Background: an optimization exercise with open tools, aiming at small area, a short achievable clock period and few clock cycles. Do not read the settings as production practice. Function was checked by simulation only, so behaviour that the tests miss may differ from the original.

==> inputs of v29 <==
Design cmdq_top, start of the top module:
module cmdq_top #(
	parameter int FIFO_DEPTH = 4,
	parameter int FIFO_ADDR_WIDTH = 2,
	parameter int K = 32,
	parameter int KW = 5
) (
	input logic clk,
	input logic reset,
	input logic [11:0] paddr,
	input logic psel,
	input logic penable,
	input logic pwrite,
	input logic [31:0] pwdata,
	output logic [31:0] prdata,
	output logic pready,
	output logic pslverr
);
Settings: LEC_CHECK=0, CAP_MARGIN=20, CELL_PAD_IN_SITES_DETAIL_PLACEMENT=1, CELL_PAD_IN_SITES_GLOBAL_PLACEMENT=2, CORE_MARGIN=2, CORE_UTILIZATION=35, SLEW_MARGIN=20, SYNTH_MEMORY_MAX_BITS=8192; clock period 8.0 ns.
run.sh (not shown) runs the stock make flow with config.mk's settings and CLKGATE_MAP_FILE= SYNTH_SCRIPT=/design/flow/synth_recipe.tcl, a recipe that flattens the netlist after the stock synthesis.
==> v7: changes against v29 <==
--- a/flow/design.v
+++ b/flow/design.v
@@ -39,29 +39,40 @@
 `timescale 1ns/1ps
 module block_ram #(
 	parameter int K = 16,
 	parameter int KW = 4,
 	parameter int RW = 4,
 	parameter int DATA_WIDTH = 16
 ) (
 	input logic clk,
-	input logic [K*RW-1:0] rd_row,
+	input logic [K*(1<<RW)-1:0] rd_sel,
 	output logic [K*DATA_WIDTH-1:0] rd_data,
 	input logic [K-1:0] we,
 	input logic [K*RW-1:0] wr_row,
 	input logic [K*DATA_WIDTH-1:0] wr_data
 );
+localparam int R = 1 << RW;
 for (genvar b = 0; b < K; b++) begin : bank
-	logic [DATA_WIDTH-1:0] mem [1 << RW];
-	always_ff @(posedge clk) begin
-		if (we[b])
-			mem[wr_row[b*RW +: RW]] <= wr_data[b*DATA_WIDTH +: DATA_WIDTH];
+	logic [DATA_WIDTH-1:0] word [R];
+	logic [R-1:0] rsel;
+	assign rsel = rd_sel[b*R +: R];
+	logic [DATA_WIDTH-1:0] rd;
+	for (genvar r = 0; r < R; r++) begin : row
+		always_ff @(posedge clk) begin
+			if (we[b] && wr_row[b*RW +: RW] == RW'(r))
+				word[r] <= wr_data[b*DATA_WIDTH +: DATA_WIDTH];
+		end
+	end
+	always_comb begin
+		rd = '0;
+		for (int r = 0; r < R; r++)
+			rd = rd | ({DATA_WIDTH{rsel[r]}} & word[r]);
 	end
-	assign rd_data[b*DATA_WIDTH +: DATA_WIDTH] = mem[rd_row[b*RW +: RW]];
+	assign rd_data[b*DATA_WIDTH +: DATA_WIDTH] = rd;
 end
 endmodule
 `timescale 1ns/1ps
 module cmd_fifo #(
 	parameter int DATA_WIDTH = 26,
 	parameter int FIFO_DEPTH = 8,
 	parameter int FIFO_ADDR_WIDTH = 3
 ) (
@@ -165,31 +176,22 @@
 		rd_val = bad_count;
 	end
 end
 assign prdata = {16'h0, prdata_q};
 assign pready = pready_q;
 assign pslverr = pslverr_q;
 assign push = access && pready_q && t_cmd;
 assign win_req = t_win && !win_started;
+assign push_data = {pwdata[31:22], pwdata[31] ? {pwdata[21:8], 2'b00} : pwdata[15:0]};
+assign win_we = pwrite;
+assign win_addr = paddr[9:2];
+assign win_data = pwdata[15:0];
 always_ff @(posedge clk) begin
-	push_data <= {pwdata[31:22], pwdata[31] ? {pwdata[21:8], 2'b00} : pwdata[15:0]};
-end
-always_ff @(posedge clk) begin
-	if (setup) begin
-		win_we <= pwrite;
-		win_addr <= paddr[9:2];
-		win_data <= pwdata[15:0];
-	end
-end
-always_ff @(posedge clk) begin
-	if (setup)
-		prdata_q <= rd_val;
-	else if (win_rvalid)
-		prdata_q <= win_rdata;
+	prdata_q <= setup ? rd_val : win_rdata;
 end
 always_ff @(posedge clk) begin
 	if (reset) begin
 		pready_q <= 1'b0;
 		pslverr_q <= 1'b0;
 		t_cmd <= 1'b0;
 		t_win <= 1'b0;
 		win_started <= 1'b0;
@@ -295,153 +297,173 @@
 	output logic [15:0] win_rdata,
 	output logic cmd_done,
 	output logic cmd_bad,
 	output logic idle_next,
 	output logic empty_next,
 	output logic full_next,
 	output logic almost_full_next,
 	output logic room_next,
-	output logic [K*RW-1:0] rd_row,
+	output logic [K*(1<<RW)-1:0] rd_sel,
 	input logic [K*16-1:0] rd_data,
 	output logic [K-1:0] we,
 	output logic [K*RW-1:0] wr_row,
 	output logic [K*16-1:0] wr_data
 );
 localparam logic [1:0] C_COPY = 2'd0;
 localparam logic [1:0] C_WR = 2'd1;
 localparam logic [1:0] C_RD = 2'd2;
 localparam logic [1:0] C_NOP = 2'd3;
 logic c_valid;
 logic [1:0] c_kind;
 logic c_cnt_done;
 logic c_cnt_bad;
-logic [7:0] c_src;
+logic [(1<<RW)-1:0] c_row;
+logic [(1<<RW)-1:0] c_row1;
+logic [K-1:0] c_ahead;
 logic [7:0] c_dst;
 logic [5:0] c_rem;
-logic [8:0] c_p;
+logic [KW:0] c_lim;    
+logic c_near;          
+logic [KW-1:0] c_rot;  
 logic [15:0] c_data;
 logic b_valid;
 logic b_rd;
 logic [7:0] b_dst;
-logic [KW:0] b_n;
 logic [K-1:0] b_mask;
 logic [KW-1:0] b_rot;
 logic [K*16-1:0] rd_q;
-logic [KW:0] lim;
-logic [KW:0] n;
-logic [7:0] d_sb;
-logic [7:0] d_bs;
 logic hz;
+logic hz_q;
 logic stall;
 logic issue;
 logic last;
 logic free;
 logic wload;
-logic [FIFO_ADDR_WIDTH:0] count_next;
+logic [KW:0] n;
+logic [5:0] n_w;
+logic [7:0] d_hs;
+logic [7:0] d_sh;
 logic [1:0] h_op;
 logic [7:0] h_dst;
 logic [7:0] h_src;
 logic [5:0] h_len;
 logic [7:0] h_p;
 assign h_op = head[25:24];
 assign h_dst = head[23:16];
 assign h_src = head[15:8];
 assign h_len = head[7:2];
 assign h_p = h_dst - h_src;
-assign lim = (c_p < K) ? c_p[KW:0] : (KW+1)'(K);
-assign n = ({1'b0, c_rem} < 7'(lim)) ? c_rem[KW:0] : lim;
-assign d_sb = c_src - b_dst;
-assign d_bs = b_dst - c_src;
-assign hz = b_valid && ((d_sb < 8'(b_n)) || (d_bs[7:KW] == '0));
-assign stall = c_valid && (c_kind == C_COPY) && hz;
+assign stall = c_valid && (c_kind == C_COPY) && hz_q;
 assign issue = c_valid && !stall;
-assign last = issue && ((c_kind != C_COPY) || ({1'b0, c_rem} <= 7'(lim)));
+assign last = issue && ((c_kind != C_COPY) || ({1'b0, c_rem} <= 7'(c_lim)));
 assign free = !c_valid || last;
 assign pop = free && (count != 0);
 assign wload = !c_valid && !b_valid && (count == 0) && win_req;
 assign win_ack = wload;
 assign cmd_done = last && c_cnt_done;
 assign cmd_bad = last && c_cnt_bad;
-assign count_next = count + push - pop;
-assign idle_next = (count_next == 0) && !((c_valid && !last) || pop) &&
-	!(issue && (c_kind == C_COPY || c_kind == C_WR));
-assign empty_next = (count_next == 0);
-assign full_next = (count_next == FIFO_DEPTH);
-assign almost_full_next = (count_next >= FIFO_DEPTH - 1);
+assign n = (c_kind == C_WR) ? (KW+1)'(1) :
+	({1'b0, c_rem} <= 7'(c_lim)) ? c_rem[KW:0] : c_lim;
+assign n_w = (c_kind == C_WR) ? 6'd1 : c_rem;
+assign d_hs = h_src - c_dst;
+assign d_sh = c_dst - h_src;
+always_comb begin
+	hz = 1'b0;
+	if (issue && (c_kind == C_COPY || c_kind == C_WR)) begin
+		if (!last)
+			hz = c_near;
+		else
+			hz = (d_hs < 8'(n_w)) || (d_sh[7:KW] == '0);
+	end
+end
+always_ff @(posedge clk) begin
+	if (reset)
+		hz_q <= 1'b0;
+	else
+		hz_q <= hz;
+end
+assign idle_next = (count == 0) && !push && (!c_valid || c_kind == C_NOP);
+assign empty_next = (count == 0);
+assign full_next = (count == FIFO_DEPTH);
+assign almost_full_next = (count >= FIFO_DEPTH - 1);
 assign room_next = (count < FIFO_DEPTH) || pop;
 always_ff @(posedge clk) begin
 	if (reset) begin
 		c_valid <= 1'b0;
 	end else if (issue && !last) begin
-		c_rem <= c_rem - n;
-		c_dst <= c_dst + n;
-		if (c_p < K)
-			c_p <= {c_p[7:0], 1'b0};
-		else
-			c_src <= c_src + n;
+		c_rem <= c_rem - 6'(c_lim);
+		c_dst <= c_dst + 8'(c_lim);
+		if (c_lim[KW]) begin
+			c_row <= {c_row[(1<<RW)-2:0], c_row[(1<<RW)-1]};
+			c_row1 <= {c_row1[(1<<RW)-2:0], c_row1[(1<<RW)-1]};
+		end else begin
+			c_lim <= c_lim[KW-1] ? (KW+1)'(K) : {c_lim[KW-1:0], 1'b0};
+			c_rot <= c_rot + c_lim[KW-1:0];
+		end
 	end else if (free) begin
 		c_valid <= pop || wload;
 		if (pop) begin
 			c_dst <= h_dst;
-			c_src <= h_src;
+			c_row <= (1<<RW)'(1) << h_src[7:KW];
+			c_row1 <= (1<<RW)'(1) << RW'(h_src[7:KW] + 1'b1);
+			for (int b = 0; b < K; b++)
+				c_ahead[b] <= (KW'(b) < h_src[KW-1:0]);
 			c_rem <= h_len;
 			c_data <= head[15:0];
-			c_p <= (h_p == 0) ? 9'd256 : {1'b0, h_p};
+			c_lim <= (h_p == 0 || h_p[7:KW] != 0) ? (KW+1)'(K) : (KW+1)'(h_p);
+			c_near <= (h_p != 0) && (h_p[7:KW+1] == 0);
+			c_rot <= (h_op == cmdq_cmd_pkg::OP_STORE) ? h_dst[KW-1:0] : h_p[KW-1:0];
 			c_cnt_done <= (h_op == cmdq_cmd_pkg::OP_STORE) || (h_op == cmdq_cmd_pkg::OP_COPY);
 			c_cnt_bad <= !((h_op == cmdq_cmd_pkg::OP_STORE) || (h_op == cmdq_cmd_pkg::OP_COPY));
 			if (h_op == cmdq_cmd_pkg::OP_STORE)
 				c_kind <= C_WR;
 			else if (h_op == cmdq_cmd_pkg::OP_COPY && h_len != 0)
 				c_kind <= C_COPY;
 			else
 				c_kind <= C_NOP;
 		end else begin
 			c_dst <= win_addr;
-			c_src <= win_addr;
+			c_row <= (1<<RW)'(1) << win_addr[7:KW];
+			c_row1 <= (1<<RW)'(1) << RW'(win_addr[7:KW] + 1'b1);
+			for (int b = 0; b < K; b++)
+				c_ahead[b] <= (KW'(b) < win_addr[KW-1:0]);
 			c_data <= win_data;
+			c_rot <= win_we ? win_addr[KW-1:0] : -win_addr[KW-1:0];
 			c_cnt_done <= 1'b0;
 			c_cnt_bad <= 1'b0;
 			c_kind <= win_we ? C_WR : C_RD;
 		end
 	end
 end
 for (genvar b = 0; b < K; b++) begin : rd
-	assign rd_row[b*RW +: RW] = c_src[7:KW] + RW'(KW'(b) < c_src[KW-1:0]);
+	assign rd_sel[b*(1<<RW) +: (1<<RW)] = c_ahead[b] ? c_row1 : c_row;
 end
+logic [K*16-1:0] rd_w;
+assign rd_w[K*16-1:16] = rd_data[K*16-1:16];
+assign rd_w[15:0] = (c_kind == C_WR) ? c_data : rd_data[15:0];
 always_ff @(posedge clk) begin
-	rd_q <= rd_data;
-	if (c_kind == C_WR)
-		rd_q[15:0] <= c_data;
+	rd_q <= c_rot[0] ? {rd_w[K*16-17:0], rd_w[K*16-1 -: 16]} : rd_w;
 	b_dst <= c_dst;
-	if (c_kind == C_WR) begin
-		b_n <= 1;
-		b_rot <= c_dst[KW-1:0];
-	end else if (c_kind == C_RD) begin
-		b_n <= n;
-		b_rot <= -c_src[KW-1:0];
-	end else begin
-		b_n <= n;
-		b_rot <= c_dst[KW-1:0] - c_src[KW-1:0];
-	end
+	b_rot <= c_rot;
 	for (int b = 0; b < K; b++)
-		b_mask[b] <= (KW'(KW'(b) - c_dst[KW-1:0]) < ((c_kind == C_WR) ? (KW+1)'(1) : n));
+		b_mask[b] <= ((KW+1)'(KW'(KW'(b) - c_dst[KW-1:0])) < n);
 end
 always_ff @(posedge clk) begin
 	if (reset) begin
 		b_valid <= 1'b0;
 		b_rd <= 1'b0;
 	end else begin
 		b_valid <= issue && (c_kind == C_COPY || c_kind == C_WR);
 		b_rd <= issue && (c_kind == C_RD);
 	end
 end
-logic [K*16-1:0] rot [KW+1];
-assign rot[0] = rd_q;
-for (genvar s = 0; s < KW; s++) begin : rs
+logic [K*16-1:0] rot [1:KW];
+assign rot[1] = rd_q;
+for (genvar s = 1; s < KW; s++) begin : rs
 	for (genvar b = 0; b < K; b++) begin : rb
 		assign rot[s+1][b*16 +: 16] = b_rot[s] ? rot[s][((b + K - (1 << s)) % K)*16 +: 16] :
 			rot[s][b*16 +: 16];
 	end
 end
 for (genvar b = 0; b < K; b++) begin : wr
 	assign we[b] = b_valid && b_mask[b];
 	assign wr_row[b*RW +: RW] = b_dst[7:KW] + RW'(KW'(b) < b_dst[KW-1:0]);
@@ -483,17 +505,17 @@
 logic cmd_bad;
 logic win_req;
 logic win_we;
 logic [7:0] win_addr;
 logic [15:0] win_data;
 logic win_ack;
 logic win_rvalid;
 logic [15:0] win_rdata;
-logic [K*RW-1:0] rd_row;
+logic [K*(1<<RW)-1:0] rd_sel;
 logic [K*16-1:0] rd_data;
 logic [K-1:0] we;
 logic [K*RW-1:0] wr_row;
 logic [K*16-1:0] wr_data;
 apb_regs regs0 (
 	.clk(clk),
 	.reset(reset),
 	.paddr(paddr),
@@ -556,28 +578,28 @@
 	.win_rdata(win_rdata),
 	.cmd_done(cmd_done),
 	.cmd_bad(cmd_bad),
 	.idle_next(idle_next),
 	.empty_next(empty_next),
 	.full_next(full_next),
 	.almost_full_next(almost_full_next),
 	.room_next(room_next),
-	.rd_row(rd_row),
+	.rd_sel(rd_sel),
 	.rd_data(rd_data),
 	.we(we),
 	.wr_row(wr_row),
 	.wr_data(wr_data)
 );
 block_ram #(
 	.K(K),
 	.KW(KW),
 	.RW(RW),
 	.DATA_WIDTH(cmdq_cmd_pkg::MEM_DATA_WIDTH)
 ) scratch0 (
 	.clk(clk),
-	.rd_row(rd_row),
+	.rd_sel(rd_sel),
 	.rd_data(rd_data),
 	.we(we),
 	.wr_row(wr_row),
 	.wr_data(wr_data)
 );
 endmodule
- ABC_CLOCK_PERIOD_IN_PS: unset -> 3400
- CORE_UTILIZATION: 35 -> 45
- CTS_CLUSTER_DIAMETER: unset -> 80
- CTS_CLUSTER_SIZE: unset -> 25
- SETUP_SLACK_MARGIN: unset -> 4.9
==> comparison table <==
                                                                 v29              v7
Post-Synth Simple-Gate Area                                    2.72%           3.49%
Placement Rows                                                   286             248
Global-route met3 utilization                                  5.31%           12.5%
Number of clock-tree buffers in the layout                       758             322
Fill cell total of the finished layout                        57,868          41,490
Pin count of the biggest net entering global routing             213             157
TritonCTS Sinks                                                4,930           4,915
Run status                                            finished clean  finished clean
Met2 demand-to-capacity share in global routing                40.1%           56.6%
Growth of design area from synthesis to finish                 15.3%           11.0%
Fraction of area in multi-input gates                          28.2%           28.4%
Overall fraction of global-route tracks in use                 26.4%           39.2%
Die height                                                    783 um          682 um
Synthesized cell area                                  213,000 sq um   207,000 sq um
Yosys top cell area share                                      60.6%           62.3%
Most common cell type on the critical path                     inv_1           inv_2
Max stage delay cell, worst path                            edfxtp_1          mux4_2
Testbench counts of v29, summed over its fixed seeds: cycles 1,361.
Testbench counts of v7, summed over its fixed seeds: cycles 1,361.


==> amber: inputs <==
cmdq_top, a different RTL version from the one above (not shown whole).
Settings: LEC_CHECK=0, ABC_CLOCK_PERIOD_IN_PS=3400, CAP_MARGIN=20, CELL_PAD_IN_SITES_DETAIL_PLACEMENT=1, CELL_PAD_IN_SITES_GLOBAL_PLACEMENT=2, CORE_MARGIN=2, CORE_UTILIZATION=50, CTS_CLUSTER_DIAMETER=80, CTS_CLUSTER_SIZE=25, SETUP_SLACK_MARGIN=4.4, SLEW_MARGIN=20, SYNTH_MEMORY_MAX_BITS=8192; clock period 8.0 ns.
==> inputs of onyx, as changes to amber <==
--- a/flow/design.v
+++ b/flow/design.v
@@ -41,36 +41,25 @@
 	parameter int K = 16,
 	parameter int KW = 4,
 	parameter int RW = 4,
 	parameter int DATA_WIDTH = 16
 ) (
 	input logic clk,
-	input logic [K*(1<<RW)-1:0] rd_sel,
+	input logic [K*RW-1:0] rd_row,
 	output logic [K*DATA_WIDTH-1:0] rd_data,
 	input logic [K-1:0] we,
 	input logic [K*RW-1:0] wr_row,
 	input logic [K*DATA_WIDTH-1:0] wr_data
 );
-localparam int R = 1 << RW;
 for (genvar b = 0; b < K; b++) begin : bank
-	logic [DATA_WIDTH-1:0] word [R];
-	logic [R-1:0] rsel;
-	assign rsel = rd_sel[b*R +: R];
-	logic [DATA_WIDTH-1:0] rd;
-	for (genvar r = 0; r < R; r++) begin : row
-		always_ff @(posedge clk) begin
-			if (we[b] && wr_row[b*RW +: RW] == RW'(r))
-				word[r] <= wr_data[b*DATA_WIDTH +: DATA_WIDTH];
-		end
-	end
-	always_comb begin
-		rd = '0;
-		for (int r = 0; r < R; r++)
-			rd = rd | ({DATA_WIDTH{rsel[r]}} & word[r]);
+	logic [DATA_WIDTH-1:0] mem [1 << RW];
+	always_ff @(posedge clk) begin
+		if (we[b])
+			mem[wr_row[b*RW +: RW]] <= wr_data[b*DATA_WIDTH +: DATA_WIDTH];
 	end
-	assign rd_data[b*DATA_WIDTH +: DATA_WIDTH] = rd;
+	assign rd_data[b*DATA_WIDTH +: DATA_WIDTH] = mem[rd_row[b*RW +: RW]];
 end
 endmodule
 `timescale 1ns/1ps
 module cmd_fifo #(
 	parameter int DATA_WIDTH = 26,
 	parameter int FIFO_DEPTH = 8,
@@ -107,28 +96,25 @@
 always_ff @(posedge clk) begin
 	if (push)
 		mem[write_ptr] <= wdata;
 end
 endmodule
 `timescale 1ns/1ps
-module apb_regs #(
-	parameter int K = 32,
-	parameter int KW = 5
-) (
+module apb_regs (
 	input logic clk,
 	input logic reset,
 	input logic [11:0] paddr,
 	input logic psel,
 	input logic penable,
 	input logic pwrite,
 	input logic [31:0] pwdata,
 	output logic [31:0] prdata,
 	output logic pready,
 	output logic pslverr,
 	output logic push,
-	output logic [32:0] push_data,
+	output logic [25:0] push_data,
 	input logic room_next,
 	input logic idle_next,
 	input logic empty_next,
 	input logic full_next,
 	input logic almost_full_next,
 	input logic cmd_done,
@@ -181,52 +167,27 @@
 end
 assign prdata = {16'h0, prdata_q};
 assign pready = pready_q;
 assign pslverr = pslverr_q;
 assign push = access && pready_q && t_cmd;
 assign win_req = t_win && !win_started;
-logic [7:0] q_dst;
-logic [7:0] q_src;
-logic [5:0] q_len;
-logic [7:0] q_p;
-logic [7:0] q_d1;
-logic [7:0] q_d2;
-logic q_hz;
-logic px_valid;
-logic [7:0] px_start;
-logic [KW:0] px_w;
-assign q_dst = pwdata[29:22];
-assign q_src = pwdata[21:14];
-assign q_len = pwdata[13:8];
-assign q_p = q_dst - q_src;
-assign q_d1 = q_src - px_start;
-assign q_d2 = px_start - q_src;
-assign q_hz = px_valid && ((q_d1 < 8'(px_w)) || (q_d2[7:KW] == '0));
-assign push_data = {pwdata[31:30], q_dst, pwdata[31] ? {q_src, q_len, q_p, q_hz} : {7'b0, pwdata[15:0]}};
 always_ff @(posedge clk) begin
-	if (reset) begin
-		px_valid <= 1'b0;
-	end else if (push) begin
-		if (pwdata[31:30] == cmdq_cmd_pkg::OP_STORE) begin
-			px_valid <= 1'b1;
-			px_start <= q_dst;
-			px_w <= 1;
-		end else if (pwdata[31:30] == cmdq_cmd_pkg::OP_COPY) begin
-			px_valid <= (q_len != 0);
-			px_start <= (q_len > K) ? q_dst + 8'(q_len - K) : q_dst;
-			px_w <= (q_len > K) ? (KW+1)'(K) : (KW+1)'(q_len);
-		end else begin
-			px_valid <= 1'b0;
-		end
+	push_data <= {pwdata[31:22], pwdata[31] ? {pwdata[21:8], 2'b00} : pwdata[15:0]};
+end
+always_ff @(posedge clk) begin
+	if (setup) begin
+		win_we <= pwrite;
+		win_addr <= paddr[9:2];
+		win_data <= pwdata[15:0];
 	end
 end
-assign win_we = pwrite;
-assign win_addr = paddr[9:2];
-assign win_data = pwdata[15:0];
 always_ff @(posedge clk) begin
-	prdata_q <= setup ? rd_val : win_rdata;
+	if (setup)
+		prdata_q <= rd_val;
+	else if (win_rvalid)
+		prdata_q <= win_rdata;
 end
 always_ff @(posedge clk) begin
 	if (reset) begin
 		pready_q <= 1'b0;
 		pslverr_q <= 1'b0;
 		t_cmd <= 1'b0;
@@ -318,13 +279,13 @@
 	parameter int RW = 4,
 	parameter int FIFO_DEPTH = 8,
 	parameter int FIFO_ADDR_WIDTH = 3
 ) (
 	input logic clk,
 	input logic reset,
-	input logic [32:0] head,
+	input logic [25:0] head,
 	input logic [FIFO_ADDR_WIDTH:0] count,
 	input logic push,
 	output logic pop,
 	input logic win_req,
 	input logic win_we,
 	input logic [7:0] win_addr,
@@ -336,13 +297,13 @@
 	output logic cmd_bad,
 	output logic idle_next,
 	output logic empty_next,
 	output logic full_next,
 	output logic almost_full_next,
 	output logic room_next,
-	output logic [K*(1<<RW)-1:0] rd_sel,
+	output logic [K*RW-1:0] rd_row,
 	input logic [K*16-1:0] rd_data,
 	output logic [K-1:0] we,
 	output logic [K*RW-1:0] wr_row,
 	output logic [K*16-1:0] wr_data
 );
 localparam logic [1:0] C_COPY = 2'd0;
@@ -350,147 +311,144 @@
 localparam logic [1:0] C_RD = 2'd2;
 localparam logic [1:0] C_NOP = 2'd3;
 logic c_valid;
 logic [1:0] c_kind;
 logic c_cnt_done;
 logic c_cnt_bad;
-logic [(1<<RW)-1:0] c_row;
-logic [(1<<RW)-1:0] c_row1;
-logic [K-1:0] c_ahead;
+logic [7:0] c_src;
 logic [7:0] c_dst;
 logic [5:0] c_rem;
-logic [KW:0] c_lim;    
-logic c_near;          
-logic [KW-1:0] c_rot;  
+logic [8:0] c_p;
 logic [15:0] c_data;
 logic b_valid;
 logic b_rd;
 logic [7:0] b_dst;
 logic [K-1:0] b_mask;
 logic [KW-1:0] b_rot;
 logic [K*16-1:0] rd_q;
+logic [KW:0] lim;
+logic [KW:0] n;
 logic hz;
-logic hz_q;
 logic stall;
 logic issue;
 logic last;
 logic free;
 logic wload;
-logic [KW:0] n;
 logic [1:0] h_op;
 logic [7:0] h_dst;
 logic [7:0] h_src;
 logic [5:0] h_len;
 logic [7:0] h_p;
-logic h_hz;
-assign h_op = head[32:31];
-assign h_dst = head[30:23];
-assign h_src = head[22:15];
-assign h_len = head[14:9];
-assign h_p = head[8:1];
-assign h_hz = head[0];
-assign stall = c_valid && (c_kind == C_COPY) && hz_q;
-assign issue = c_valid && !stall;
-assign last = issue && ((c_kind != C_COPY) || ({1'b0, c_rem} <= 7'(c_lim)));
-assign free = !c_valid || last;
-assign pop = free && (count != 0);
-assign wload = !c_valid && !b_valid && (count == 0) && win_req;
-assign win_ack = wload;
-assign cmd_done = last && c_cnt_done;
-assign cmd_bad = last && c_cnt_bad;
-assign n = (c_kind == C_WR) ? (KW+1)'(1) :
-	({1'b0, c_rem} <= 7'(c_lim)) ? c_rem[KW:0] : c_lim;
+assign h_op = head[25:24];
+assign h_dst = head[23:16];
+assign h_src = head[15:8];
+assign h_len = head[7:2];
+assign h_p = h_dst - h_src;
+assign lim = (c_p < K) ? c_p[KW:0] : (KW+1)'(K);
+assign n = ({1'b0, c_rem} < 7'(lim)) ? c_rem[KW:0] : lim;
+logic hz_q;
+logic [KW:0] n_w;
+logic [7:0] d_hs;
+logic [7:0] d_sh;
+assign n_w = (c_kind == C_WR) ? (KW+1)'(1) : n;
+assign d_hs = h_src - c_dst;
+assign d_sh = c_dst - h_src;
 always_comb begin
 	hz = 1'b0;
-	if (issue && (c_kind == C_COPY || c_kind == C_WR))
-		hz = last ? h_hz : c_near;
+	if (issue && (c_kind == C_COPY || c_kind == C_WR)) begin
+		if (!last)
+			hz = (c_p < K) || (c_p < 9'(n) + K);
+		else
+			hz = (d_hs < 8'(n_w)) || (d_sh[7:KW] == '0);
+	end
 end
 always_ff @(posedge clk) begin
 	if (reset)
 		hz_q <= 1'b0;
 	else
 		hz_q <= hz;
 end
+assign stall = c_valid && (c_kind == C_COPY) && hz_q;
+assign issue = c_valid && !stall;
+assign last = issue && ((c_kind != C_COPY) || ({1'b0, c_rem} <= 7'(lim)));
+assign free = !c_valid || last;
+assign pop = free && (count != 0);
+assign wload = !c_valid && !b_valid && (count == 0) && win_req;
+assign win_ack = wload;
+assign cmd_done = last && c_cnt_done;
+assign cmd_bad = last && c_cnt_bad;
 assign idle_next = (count == 0) && !push && (!c_valid || c_kind == C_NOP);
 assign empty_next = (count == 0);
 assign full_next = (count == FIFO_DEPTH);
 assign almost_full_next = (count >= FIFO_DEPTH - 1);
 assign room_next = (count < FIFO_DEPTH) || pop;
 always_ff @(posedge clk) begin
 	if (reset) begin
 		c_valid <= 1'b0;
 	end else if (issue && !last) begin
-		c_rem <= c_rem - 6'(c_lim);
-		c_dst <= c_dst + 8'(c_lim);
-		if (c_lim[KW]) begin
-			c_row <= {c_row[(1<<RW)-2:0], c_row[(1<<RW)-1]};
-			c_row1 <= {c_row1[(1<<RW)-2:0], c_row1[(1<<RW)-1]};
-		end else begin
-			c_lim <= c_lim[KW-1] ? (KW+1)'(K) : {c_lim[KW-1:0], 1'b0};
-			c_rot <= c_rot + c_lim[KW-1:0];
-		end
+		c_rem <= c_rem - n;
+		c_dst <= c_dst + n;
+		if (c_p < K)
+			c_p <= {c_p[7:0], 1'b0};
+		else
+			c_src <= c_src + n;
 	end else if (free) begin
 		c_valid <= pop || wload;
 		if (pop) begin
 			c_dst <= h_dst;
-			c_row <= (1<<RW)'(1) << h_src[7:KW];
-			c_row1 <= (1<<RW)'(1) << RW'(h_src[7:KW] + 1'b1);
-			for (int b = 0; b < K; b++)
-				c_ahead[b] <= (KW'(b) < h_src[KW-1:0]);
+			c_src <= h_src;
 			c_rem <= h_len;
 			c_data <= head[15:0];
-			c_lim <= (h_p == 0 || h_p[7:KW] != 0) ? (KW+1)'(K) : (KW+1)'(h_p);
-			c_near <= (h_p != 0) && (h_p[7:KW+1] == 0);
-			c_rot <= (h_op == cmdq_cmd_pkg::OP_STORE) ? h_dst[KW-1:0] : h_p[KW-1:0];
+			c_p <= (h_p == 0) ? 9'd256 : {1'b0, h_p};
 			c_cnt_done <= (h_op == cmdq_cmd_pkg::OP_STORE) || (h_op == cmdq_cmd_pkg::OP_COPY);
 			c_cnt_bad <= !((h_op == cmdq_cmd_pkg::OP_STORE) || (h_op == cmdq_cmd_pkg::OP_COPY));
 			if (h_op == cmdq_cmd_pkg::OP_STORE)
 				c_kind <= C_WR;
 			else if (h_op == cmdq_cmd_pkg::OP_COPY && h_len != 0)
 				c_kind <= C_COPY;
 			else
 				c_kind <= C_NOP;
 		end else begin
 			c_dst <= win_addr;
-			c_row <= (1<<RW)'(1) << win_addr[7:KW];
-			c_row1 <= (1<<RW)'(1) << RW'(win_addr[7:KW] + 1'b1);
-			for (int b = 0; b < K; b++)
-				c_ahead[b] <= (KW'(b) < win_addr[KW-1:0]);
+			c_src <= win_addr;
 			c_data <= win_data;
-			c_rot <= win_we ? win_addr[KW-1:0] : -win_addr[KW-1:0];
 			c_cnt_done <= 1'b0;
 			c_cnt_bad <= 1'b0;
 			c_kind <= win_we ? C_WR : C_RD;
 		end
 	end
 end
 for (genvar b = 0; b < K; b++) begin : rd
-	assign rd_sel[b*(1<<RW) +: (1<<RW)] = c_ahead[b] ? c_row1 : c_row;
+	assign rd_row[b*RW +: RW] = c_src[7:KW] + RW'(KW'(b) < c_src[KW-1:0]);
 end
-logic [K*16-1:0] rd_w;
-assign rd_w[K*16-1:16] = rd_data[K*16-1:16];
-assign rd_w[15:0] = (c_kind == C_WR) ? c_data : rd_data[15:0];
 always_ff @(posedge clk) begin
-	rd_q <= c_rot[0] ? {rd_w[K*16-17:0], rd_w[K*16-1 -: 16]} : rd_w;
+	rd_q <= rd_data;
+	if (c_kind == C_WR)
+		rd_q[15:0] <= c_data;
 	b_dst <= c_dst;
-	b_rot <= c_rot;
+	if (c_kind == C_WR)
+		b_rot <= c_dst[KW-1:0];
+	else if (c_kind == C_RD)
+		b_rot <= -c_src[KW-1:0];
+	else
+		b_rot <= c_dst[KW-1:0] - c_src[KW-1:0];
 	for (int b = 0; b < K; b++)
-		b_mask[b] <= ((KW+1)'(KW'(KW'(b) - c_dst[KW-1:0])) < n);
+		b_mask[b] <= (KW'(KW'(b) - c_dst[KW-1:0]) < ((c_kind == C_WR) ? (KW+1)'(1) : n));
 end
 always_ff @(posedge clk) begin
 	if (reset) begin
 		b_valid <= 1'b0;
 		b_rd <= 1'b0;
 	end else begin
 		b_valid <= issue && (c_kind == C_COPY || c_kind == C_WR);
 		b_rd <= issue && (c_kind == C_RD);
 	end
 end
-logic [K*16-1:0] rot [1:KW];
-assign rot[1] = rd_q;
-for (genvar s = 1; s < KW; s++) begin : rs
+logic [K*16-1:0] rot [KW+1];
+assign rot[0] = rd_q;
+for (genvar s = 0; s < KW; s++) begin : rs
 	for (genvar b = 0; b < K; b++) begin : rb
 		assign rot[s+1][b*16 +: 16] = b_rot[s] ? rot[s][((b + K - (1 << s)) % K)*16 +: 16] :
 			rot[s][b*16 +: 16];
 	end
 end
 for (genvar b = 0; b < K; b++) begin : wr
@@ -518,15 +476,15 @@
 	output logic [31:0] prdata,
 	output logic pready,
 	output logic pslverr
 );
 localparam int RW = cmdq_cmd_pkg::MEM_ADDR_WIDTH - KW;
 logic push;
-logic [32:0] push_data;
+logic [25:0] push_data;
 logic pop;
-logic [32:0] head;
+logic [25:0] head;
 logic [FIFO_ADDR_WIDTH:0] count;
 logic room_next;
 logic idle_next;
 logic empty_next;
 logic full_next;
 logic almost_full_next;
@@ -536,21 +494,18 @@
 logic win_we;
 logic [7:0] win_addr;
 logic [15:0] win_data;
 logic win_ack;
 logic win_rvalid;
 logic [15:0] win_rdata;
-logic [K*(1<<RW)-1:0] rd_sel;
+logic [K*RW-1:0] rd_row;
 logic [K*16-1:0] rd_data;
 logic [K-1:0] we;
 logic [K*RW-1:0] wr_row;
 logic [K*16-1:0] wr_data;
-apb_regs #(
-	.K(K),
-	.KW(KW)
-) regs0 (
+apb_regs regs0 (
 	.clk(clk),
 	.reset(reset),
 	.paddr(paddr),
 	.psel(psel),
 	.penable(penable),
 	.pwrite(pwrite),
@@ -573,13 +528,13 @@
 	.win_data(win_data),
 	.win_ack(win_ack),
 	.win_rvalid(win_rvalid),
 	.win_rdata(win_rdata)
 );
 cmd_fifo #(
-	.DATA_WIDTH(33),
+	.DATA_WIDTH(26),
 	.FIFO_DEPTH(FIFO_DEPTH),
 	.FIFO_ADDR_WIDTH(FIFO_ADDR_WIDTH)
 ) fifo0 (
 	.clk(clk),
 	.reset(reset),
 	.push(push),
@@ -612,26 +567,26 @@
 	.cmd_bad(cmd_bad),
 	.idle_next(idle_next),
 	.empty_next(empty_next),
 	.full_next(full_next),
 	.almost_full_next(almost_full_next),
 	.room_next(room_next),
-	.rd_sel(rd_sel),
+	.rd_row(rd_row),
 	.rd_data(rd_data),
 	.we(we),
 	.wr_row(wr_row),
 	.wr_data(wr_data)
 );
 block_ram #(
 	.K(K),
 	.KW(KW),
 	.RW(RW),
 	.DATA_WIDTH(cmdq_cmd_pkg::MEM_DATA_WIDTH)
 ) scratch0 (
 	.clk(clk),
-	.rd_sel(rd_sel),
+	.rd_row(rd_row),
 	.rd_data(rd_data),
 	.we(we),
 	.wr_row(wr_row),
 	.wr_data(wr_data)
 );
 endmodule
==> flow/config.mk (replaced) <==
export PLATFORM = sky130hd
export DESIGN_NAME = cmdq_top
export DESIGN_NICKNAME = cmdq_top
export VERILOG_FILES = /design/flow/design.v
export SDC_FILE = /design/flow/constraint.sdc
export NUM_CORES = 4
export LEC_CHECK = 0
export CAP_MARGIN = 20
export CELL_PAD_IN_SITES_DETAIL_PLACEMENT = 1
export CELL_PAD_IN_SITES_GLOBAL_PLACEMENT = 2
export CORE_MARGIN = 2
export CORE_UTILIZATION = 35
export SLEW_MARGIN = 20
export SYNTH_MEMORY_MAX_BITS = 8192
==> inputs of nickel, as changes to amber <==
--- a/flow/design.v
+++ b/flow/design.v
@@ -107,28 +107,25 @@
 always_ff @(posedge clk) begin
 	if (push)
 		mem[write_ptr] <= wdata;
 end
 endmodule
 `timescale 1ns/1ps
-module apb_regs #(
-	parameter int K = 32,
-	parameter int KW = 5
-) (
+module apb_regs (
 	input logic clk,
 	input logic reset,
 	input logic [11:0] paddr,
 	input logic psel,
 	input logic penable,
 	input logic pwrite,
 	input logic [31:0] pwdata,
 	output logic [31:0] prdata,
 	output logic pready,
 	output logic pslverr,
 	output logic push,
-	output logic [32:0] push_data,
+	output logic [25:0] push_data,
 	input logic room_next,
 	input logic idle_next,
 	input logic empty_next,
 	input logic full_next,
 	input logic almost_full_next,
 	input logic cmd_done,
@@ -181,47 +178,13 @@
 end
 assign prdata = {16'h0, prdata_q};
 assign pready = pready_q;
 assign pslverr = pslverr_q;
 assign push = access && pready_q && t_cmd;
 assign win_req = t_win && !win_started;
-logic [7:0] q_dst;
-logic [7:0] q_src;
-logic [5:0] q_len;
-logic [7:0] q_p;
-logic [7:0] q_d1;
-logic [7:0] q_d2;
-logic q_hz;
-logic px_valid;
-logic [7:0] px_start;
-logic [KW:0] px_w;
-assign q_dst = pwdata[29:22];
-assign q_src = pwdata[21:14];
-assign q_len = pwdata[13:8];
-assign q_p = q_dst - q_src;
-assign q_d1 = q_src - px_start;
-assign q_d2 = px_start - q_src;
-assign q_hz = px_valid && ((q_d1 < 8'(px_w)) || (q_d2[7:KW] == '0));
-assign push_data = {pwdata[31:30], q_dst, pwdata[31] ? {q_src, q_len, q_p, q_hz} : {7'b0, pwdata[15:0]}};
-always_ff @(posedge clk) begin
-	if (reset) begin
-		px_valid <= 1'b0;
-	end else if (push) begin
-		if (pwdata[31:30] == cmdq_cmd_pkg::OP_STORE) begin
-			px_valid <= 1'b1;
-			px_start <= q_dst;
-			px_w <= 1;
-		end else if (pwdata[31:30] == cmdq_cmd_pkg::OP_COPY) begin
-			px_valid <= (q_len != 0);
-			px_start <= (q_len > K) ? q_dst + 8'(q_len - K) : q_dst;
-			px_w <= (q_len > K) ? (KW+1)'(K) : (KW+1)'(q_len);
-		end else begin
-			px_valid <= 1'b0;
-		end
-	end
-end
+assign push_data = {pwdata[31:22], pwdata[31] ? {pwdata[21:8], 2'b00} : pwdata[15:0]};
 assign win_we = pwrite;
 assign win_addr = paddr[9:2];
 assign win_data = pwdata[15:0];
 always_ff @(posedge clk) begin
 	prdata_q <= setup ? rd_val : win_rdata;
 end
@@ -318,13 +281,13 @@
 	parameter int RW = 4,
 	parameter int FIFO_DEPTH = 8,
 	parameter int FIFO_ADDR_WIDTH = 3
 ) (
 	input logic clk,
 	input logic reset,
-	input logic [32:0] head,
+	input logic [25:0] head,
 	input logic [FIFO_ADDR_WIDTH:0] count,
 	input logic push,
 	output logic pop,
 	input logic win_req,
 	input logic win_we,
 	input logic [7:0] win_addr,
@@ -373,39 +336,47 @@
 logic stall;
 logic issue;
 logic last;
 logic free;
 logic wload;
 logic [KW:0] n;
+logic [5:0] n_w;
+logic [7:0] d_hs;
+logic [7:0] d_sh;
 logic [1:0] h_op;
 logic [7:0] h_dst;
 logic [7:0] h_src;
 logic [5:0] h_len;
 logic [7:0] h_p;
-logic h_hz;
-assign h_op = head[32:31];
-assign h_dst = head[30:23];
-assign h_src = head[22:15];
-assign h_len = head[14:9];
-assign h_p = head[8:1];
-assign h_hz = head[0];
+assign h_op = head[25:24];
+assign h_dst = head[23:16];
+assign h_src = head[15:8];
+assign h_len = head[7:2];
+assign h_p = h_dst - h_src;
 assign stall = c_valid && (c_kind == C_COPY) && hz_q;
 assign issue = c_valid && !stall;
 assign last = issue && ((c_kind != C_COPY) || ({1'b0, c_rem} <= 7'(c_lim)));
 assign free = !c_valid || last;
 assign pop = free && (count != 0);
 assign wload = !c_valid && !b_valid && (count == 0) && win_req;
 assign win_ack = wload;
 assign cmd_done = last && c_cnt_done;
 assign cmd_bad = last && c_cnt_bad;
 assign n = (c_kind == C_WR) ? (KW+1)'(1) :
 	({1'b0, c_rem} <= 7'(c_lim)) ? c_rem[KW:0] : c_lim;
+assign n_w = (c_kind == C_WR) ? 6'd1 : c_rem;
+assign d_hs = h_src - c_dst;
+assign d_sh = c_dst - h_src;
 always_comb begin
 	hz = 1'b0;
-	if (issue && (c_kind == C_COPY || c_kind == C_WR))
-		hz = last ? h_hz : c_near;
+	if (issue && (c_kind == C_COPY || c_kind == C_WR)) begin
+		if (!last)
+			hz = c_near;
+		else
+			hz = (d_hs < 8'(n_w)) || (d_sh[7:KW] == '0);
+	end
 end
 always_ff @(posedge clk) begin
 	if (reset)
 		hz_q <= 1'b0;
 	else
 		hz_q <= hz;
@@ -518,15 +489,15 @@
 	output logic [31:0] prdata,
 	output logic pready,
 	output logic pslverr
 );
 localparam int RW = cmdq_cmd_pkg::MEM_ADDR_WIDTH - KW;
 logic push;
-logic [32:0] push_data;
+logic [25:0] push_data;
 logic pop;
-logic [32:0] head;
+logic [25:0] head;
 logic [FIFO_ADDR_WIDTH:0] count;
 logic room_next;
 logic idle_next;
 logic empty_next;
 logic full_next;
 logic almost_full_next;
@@ -541,16 +512,13 @@
 logic [15:0] win_rdata;
 logic [K*(1<<RW)-1:0] rd_sel;
 logic [K*16-1:0] rd_data;
 logic [K-1:0] we;
 logic [K*RW-1:0] wr_row;
 logic [K*16-1:0] wr_data;
-apb_regs #(
-	.K(K),
-	.KW(KW)
-) regs0 (
+apb_regs regs0 (
 	.clk(clk),
 	.reset(reset),
 	.paddr(paddr),
 	.psel(psel),
 	.penable(penable),
 	.pwrite(pwrite),
@@ -573,13 +541,13 @@
 	.win_data(win_data),
 	.win_ack(win_ack),
 	.win_rvalid(win_rvalid),
 	.win_rdata(win_rdata)
 );
 cmd_fifo #(
-	.DATA_WIDTH(33),
+	.DATA_WIDTH(26),
 	.FIFO_DEPTH(FIFO_DEPTH),
 	.FIFO_ADDR_WIDTH(FIFO_ADDR_WIDTH)
 ) fifo0 (
 	.clk(clk),
 	.reset(reset),
 	.push(push),
--- a/flow/config.mk
+++ b/flow/config.mk
@@ -7,12 +7,12 @@
 export LEC_CHECK = 0
 export ABC_CLOCK_PERIOD_IN_PS = 3400
 export CAP_MARGIN = 20
 export CELL_PAD_IN_SITES_DETAIL_PLACEMENT = 1
 export CELL_PAD_IN_SITES_GLOBAL_PLACEMENT = 2
 export CORE_MARGIN = 2
-export CORE_UTILIZATION = 50
+export CORE_UTILIZATION = 45
 export CTS_CLUSTER_DIAMETER = 80
 export CTS_CLUSTER_SIZE = 25
-export SETUP_SLACK_MARGIN = 4.4
+export SETUP_SLACK_MARGIN = 4.6
 export SLEW_MARGIN = 20
 export SYNTH_MEMORY_MAX_BITS = 8192
==> notes <==
amber completed and failed the layout checks on antenna rules. onyx passed the timing, design-rule and antenna checks. nickel went through all stages and came out clean. The lowest synthesized cell count belongs to onyx, the highest to amber. Of nickel and onyx, nickel has the higher global-route usage (gap 12 points). Die area: onyx > nickel > amber. In amber the area after synthesis is lower than in onyx, by 1.5%. Count of clock-buffer cells in the layout, highest first: onyx, amber, nickel. Non-clock buffer count, lowest first: amber, nickel, onyx. Utilization: amber > nickel > onyx. Setup slack, highest first: nickel, amber, onyx.
==> figures <==
Status: onyx no timing/DRC/antenna violations; amber finished with violations; nickel no timing/DRC/antenna violations
Layout check failures: onyx -; amber antenna rules; nickel -
Tapcells: onyx 8036; amber 5497; nickel 6125
Ratio of routed vias to standard cells: onyx 5.78; amber 7.50; nickel 7.17
Worst path required time: onyx 8.83 ns; amber 8.88 ns; nickel 8.76 ns
Cell depth of the worst flop-to-flop path: onyx 18; amber 6; nickel 7
GR met2 Demand/Resource: onyx 41.8%; amber 59.1%; nickel 56.9%
First DRT Iteration DRCs: onyx 13700; amber 24300; nickel 22200
Mean cell area of the mapped netlist: onyx 18.4 µm²; amber 17.5 µm²; nickel 17.5 µm²
Number of buffers other than clock buffers in the final layout: onyx 597; amber 465; nickel 536
Period utilization: onyx 71.8%; amber 46.0%; nickel 43.9%
Mean routed wirelength per cell: onyx 41.2 µm; amber 51.0 µm; nickel 51.0 µm
Amount of wire on met2 after detailed routing: onyx 381000 µm; amber 381000 µm; nickel 401000 µm
Combined flip-flop and latch cell area: onyx 142000 µm²; amber 143000 µm²; nickel 141000 µm²
Synthesized area: onyx 212000 µm²; amber 209000 µm²; nickel 207000 µm²
Xor and xnor area share after synthesis: onyx 0.743%; amber 0.612%; nickel 0.561%
Launch point of the critical path: onyx exec0.c_p[7]; amber exec0.c_row1[4]; nickel exec0.c_row1[1]
Hold Crit Depth: onyx 2; amber 0; nickel 2
Area grow syn2layout: onyx 15.6%; amber 8.23%; nickel 9.66%
Slew at the pin with the worst max-slew slack: onyx 1.40 ns; amber 1.38 ns; nickel 1.27 ns
Proportion of synthesized chip area in sequential cells: onyx 66.7%; amber 68.3%; nickel 68.3%
Worst-path fanout max: onyx 14; amber 16; nickel 16
Testbench counts of amber, summed over its fixed seeds: cycles 1,363.
Testbench counts of onyx, summed over its fixed seeds: cycles 1,361.
Testbench counts of nickel, summed over its fixed seeds: cycles 1,361.

what the ideal ports hide:
No port has a modelled driver above. Below, the same layouts with a new extraction and two added sets of constraints. Step 1 sets driving cells, clkbuf_16 on the clock port and buf_2 on the other inputs (assumed; they add their load-dependent delay and slew). Step 2 moves the port delays by t, midway between the first and last clock arrival at a register: inputs arrive t later, outputs are due t later. That takes back most of the time a late clock gives input paths. Three values: no drivers, after step 1, after step 2; two values: the first two.
run | t, ns | setup slack, ns | worst slew at a driven data input, ns
v29 | 1.210 | 2.069 / 2.069 / 2.069 | 0.05
v7 | 1.107 | 4.585 / 4.585 / 4.026 | 0.05
amber | 1.158 | 4.320 / 4.320 / 3.487 | 0.04
onyx | 1.225 | 2.253 / 2.253 / 2.253 | 0.08
nickel | 1.096 | 4.487 / 4.487 / 3.812 | 0.05
The setup slack of amber, which loses most, moves by 0.000 ns with the drivers and by -0.833 ns with both steps.
